What follows belongs to an exercise in optimizing a design on an open flow for a short achievable clock period and few clock cycles; a production flow would make more cautious choices. Function was checked by simulation only, so behaviour that the tests miss may differ from the original. No activity file was given, so power comes from the tool's default toggle rates.

==> run D: inputs <==
Design proc_core, start of the top module:
module proc_core (
    input  logic     clock_i,
    input  logic     rst_n_i,
    output logic [32-1:0]    imem_addr_o,
    input  logic [32-1:0]    imem_data_i,
    output logic [32-1:0]    dmem_addr_o,
    output logic [32-1:0]    dmem_wdata_o,
    output logic     dmem_wren_o,
    input  logic [32-1:0]    dmem_rdata_i,
    output logic     wb_en_o,
    output logic [4:0] wb_reg_o,
    output logic [32-1:0]    wb_data_o
);
Settings: LEC_CHECK=0, ABC_CLOCK_PERIOD_IN_PS=2500, CAP_MARGIN=20, CORE_MARGIN=2, CORE_UTILIZATION=50, SETUP_SLACK_MARGIN=5, SLEW_MARGIN=20, TNS_END_PERCENT=10; clock period 8.0 ns.
standard.sh (not shown) runs the stock make flow with config.mk's settings and CLKGATE_MAP_FILE= SYNTH_SCRIPT=/design/flow/synth_recipe.tcl, a recipe that flattens the netlist after the stock synthesis.
==> flow/flow/run.sh <==
#!/bin/bash
# The standard layout (standard.sh), run in two parts: the floorplan's
# pre-placement timing repair works on the worst 5% of endpoints only, the
# repairs after placement, clock tree and global routing on all of them.
# Cell sizing may change a cell's footprint, and ports get buf_8 buffers.
# Each part's make output goes to its own log here; ORFS keeps each tool's
# log under orfs/logs.
set -euo pipefail
bash standard.sh TNS_END_PERCENT=5 MATCH_CELL_FOOTPRINT=0 synth floorplan > run_floorplan.log 2>&1
bash standard.sh TNS_END_PERCENT=100 MATCH_CELL_FOOTPRINT=0 \
    "BUFFER_PORTS_ARGS=-buffer_cell sky130_fd_sc_hd__buf_8" finish > run_finish.log 2>&1
==> inputs of run P, as changes to run D <==
--- a/flow/design.v
+++ b/flow/design.v
@@ -135,12 +135,13 @@
     assign f_bidx = f_r ? imem_data_i[16:12] : f_rd;
     assign f_dest = f_jal ? 5'd31 : f_rd;
     logic [31:0] r_add, r_sub, r_and, r_or, r_sll, r_sra, x_res;
     logic        x_ne, x_lt, x_taken;
     logic        eq_tgt, eq_seq, eq_jr;
     logic        x_mis;
+    logic [31:0] x_npc, x_npc1;
     assign r_add = dx_a + dx_b;
     assign r_sub = dx_a - dx_b;
     assign r_and = dx_a & dx_b;
     assign r_or  = dx_a | dx_b;
     assign r_sll = dx_a << dx_shamt;
     assign r_sra = $signed(dx_a) >>> dx_shamt;
@@ -164,12 +165,24 @@
         else if (dx_jr)
             x_mis = !eq_jr;
         else
             x_mis = !eq_seq;
         x_mis = x_mis && dx_v && !rd_v;
     end
+    always_comb begin
+        if ((dx_br && x_taken) || dx_jmp) begin
+            x_npc  = dx_tgt;
+            x_npc1 = dx_tgt1;
+        end else if (dx_jr) begin
+            x_npc  = dx_b;
+            x_npc1 = dx_b + 32'd1;   
+        end else begin
+            x_npc  = dx_pc1;
+            x_npc1 = dx_pc2;
+        end
+    end
     logic [31:0] m_data;
     assign m_data = xm_lw ? dmem_rdata_i : xm_res;
     logic [4:0]  op_d, rd_d, rs_d, bidx_d, dest_d;
     logic        d_r, d_j, d_bne, d_jal, d_jr, d_addi, d_blt, d_sw, d_lw;
     logic        d_br, d_jmp, d_use_imm, d_uses_rs, d_uses_b, d_wr;
     logic [31:0] imm_d, brtgt_d, brtgt1_d, tgt_d, tgt1_d;
@@ -204,46 +217,31 @@
     assign rs_reg = rv[rs_d]   ? regs[rs_d]   : 32'd0;
     assign b_reg  = rv[bidx_d] ? regs[bidx_d] : 32'd0;
     assign a_fx = dx_v && dx_wr && (dx_rd == rs_d);
     assign a_fm = xm_v && xm_wr && (xm_rd == rs_d);
     assign b_fx = dx_v && dx_wr && (dx_rd == bidx_d);
     assign b_fm = xm_v && xm_wr && (xm_rd == bidx_d);
-    logic [31:0] r_oth;
-    assign r_oth = ({32{dx_alu[2]}} & r_and) |
-                   ({32{dx_alu[3]}} & r_or)  |
-                   ({32{dx_alu[4]}} & r_sll) |
-                   ({32{dx_alu[5]}} & r_sra);
-    function automatic logic [31:0] fwd_x(input logic sel, input logic [31:0] early,
-                                          input logic [31:0] ra, input logic [31:0] rs,
-                                          input logic [31:0] ro, input logic [5:0] alu);
-        fwd_x = ({32{sel && alu[0]}} & ra) |
-                ({32{sel && alu[1]}} & rs) |
-                ({32{sel}} & ro) |
-                ({32{!sel}} & early);
-    endfunction
     assign rs_val = a_fx ? x_res : (a_fm ? m_data : rs_reg);
-    assign b_val  = fwd_x(b_fx, b_fm ? m_data : b_reg, r_add, r_sub, r_oth, dx_alu);
+    assign b_val  = b_fx ? x_res : (b_fm ? m_data : b_reg);
     logic        a_fx_op, b_fx_op;
     logic [31:0] a_early, b_early, a_op, b_op;
     assign a_fx_op = a_fx && !d_jal;
     assign b_fx_op = b_fx && !d_jal && !d_use_imm;
     assign a_early = d_jal ? 32'd0 : (a_fm ? m_data : rs_reg);
     assign b_early = d_jal ? fd_pc1 : (d_use_imm ? imm_d : (b_fm ? m_data : b_reg));
-    assign a_op    = fwd_x(a_fx_op, a_early, r_add, r_sub, r_oth, dx_alu);
-    assign b_op    = fwd_x(b_fx_op, b_early, r_add, r_sub, r_oth, dx_alu);
+    assign a_op    = a_fx_op ? x_res : a_early;
+    assign b_op    = b_fx_op ? x_res : b_early;
     assign stall = fd_v && dx_v && dx_lw && dx_wr &&
                    ((d_uses_rs && (rs_d == dx_rd)) || (d_uses_b && (bidx_d == dx_rd)));
     assign d_redir = fd_v && !fd_ptaken && !stall &&
                      ((d_br && fd_ir[17-1]) ||
                       (d_bne && (fd_ir[16:0] != 17'd0)));
     logic [31:0] pc_base, pc1_base, pc_n, pc1_n;
     logic        f_free;
     assign rd_pc  = rd_sel_t ? rd_tgt  : (rd_sel_r ? rd_jr  : rd_seq);
     assign rd_pc1 = rd_sel_t ? rd_tgt1 : (rd_sel_r ? rd_jr1 : rd_seq1);
-    assign up_tgt  = rd_pc[15:0];
-    assign up_tgt1 = rd_pc1[15:0];
     assign f_free = !rd_v && !d_redir && !stall;
     always_comb begin
         if (rd_v) begin
             pc_base  = rd_pc;
             pc1_base = rd_pc1;
         end else if (d_redir) begin
@@ -422,12 +420,14 @@
             up_v <= dx_v && !rd_v && (dx_br || dx_jr);
         end
     end
     always_ff @(posedge clock_i) begin
         up_taken <= x_taken || dx_jr;
         up_pc    <= dx_pc[15:0];
+        up_tgt   <= x_npc[15:0];
+        up_tgt1  <= x_npc1[15:0];
     end
     function automatic logic [2:0] btb_next(input logic v, input logic [1:0] ctr,
                                              input logic hit, input logic taken,
                                              input logic wrap);
         logic       v_n;
         logic [1:0] c_n;
==> comparison table <==
| quantity | run D | run P |
|---|---|---|
| Outcome | timing/DRC/antenna clean | timing/DRC/antenna clean |
| Core Util, Final | 62.49% | 62.91% |
| Clock tree cell share of total cell area | 6.308% | 6.252% |
| Pin count of the biggest net entering global routing | 92 | 142 |
| CP arrival | 4.28 ns | 4.26 ns |
| Peak supply drop | 0.0002768 V | 0.0002338 V |
| Cell area after layout | 152000 µm² | 154600 µm² |
| Met2 global-route usage | 58.01% | 59.88% |
| Vias after detailed routing | 89770 | 91080 |
| Worst Max-Slew Pin Slew | 1.170 ns | 1.285 ns |
| Switching power summed over all nets | 8.176 mW | 8.271 mW |
| Seq/Total Area, Yosys | 58.21% | 58.21% |
| Cell-internal power | 24.73 mW | 24.89 mW |
| Synthesized netlist net count | 9307 | 9398 |
| Number of cell rows | 181 | 182 |
| Final-layout clock buffer total | 412 | 395 |
| Global routing usage summed across all routing layers | 38.06% | 38.57% |
| Post-detailed-route wirelength per cell | 36.81 µm | 37.01 µm |
| Power attributed to sequential cells | 15.4 mW | 15.6 mW |
Testbench counts of run D, summed over its fixed seeds: cycles 46,552.
Testbench counts of run P, summed over its fixed seeds: cycles 46,552.

[static timing again, ports no longer ideal]
No port has a modelled driver above. Below, the same layouts with a new extraction and two added sets of constraints. Step 1 sets driving cells, clkbuf_16 on the clock port and buf_2 on the other inputs (assumed; they add their load-dependent delay and slew). Step 2 times the ports against the registers' clock, not the clock port: input delays grow and output delays shrink by t, the midpoint of the rising clock arrivals with the driver on. Three values: ideal, step 1, step 2; two values: the first two.
run	t, ns	setup WS [ns]	worst hold slack (ns)	worst setup path after step 2	slew at the worst register clock pin (ns)
run D	1.014	4.490 / 4.490 / 3.738	0.289 / 0.289 / 0.289	input to register	0.07 / 0.07
run P	1.030	4.609 / 4.609 / 3.785	0.296 / 0.296 / 0.296	input to register	0.07 / 0.07
After both steps setup and hold are still met in every run listed. The setup slack of run P, which loses most, moves by 0.000 ns with the drivers and by -0.824 ns with both steps.
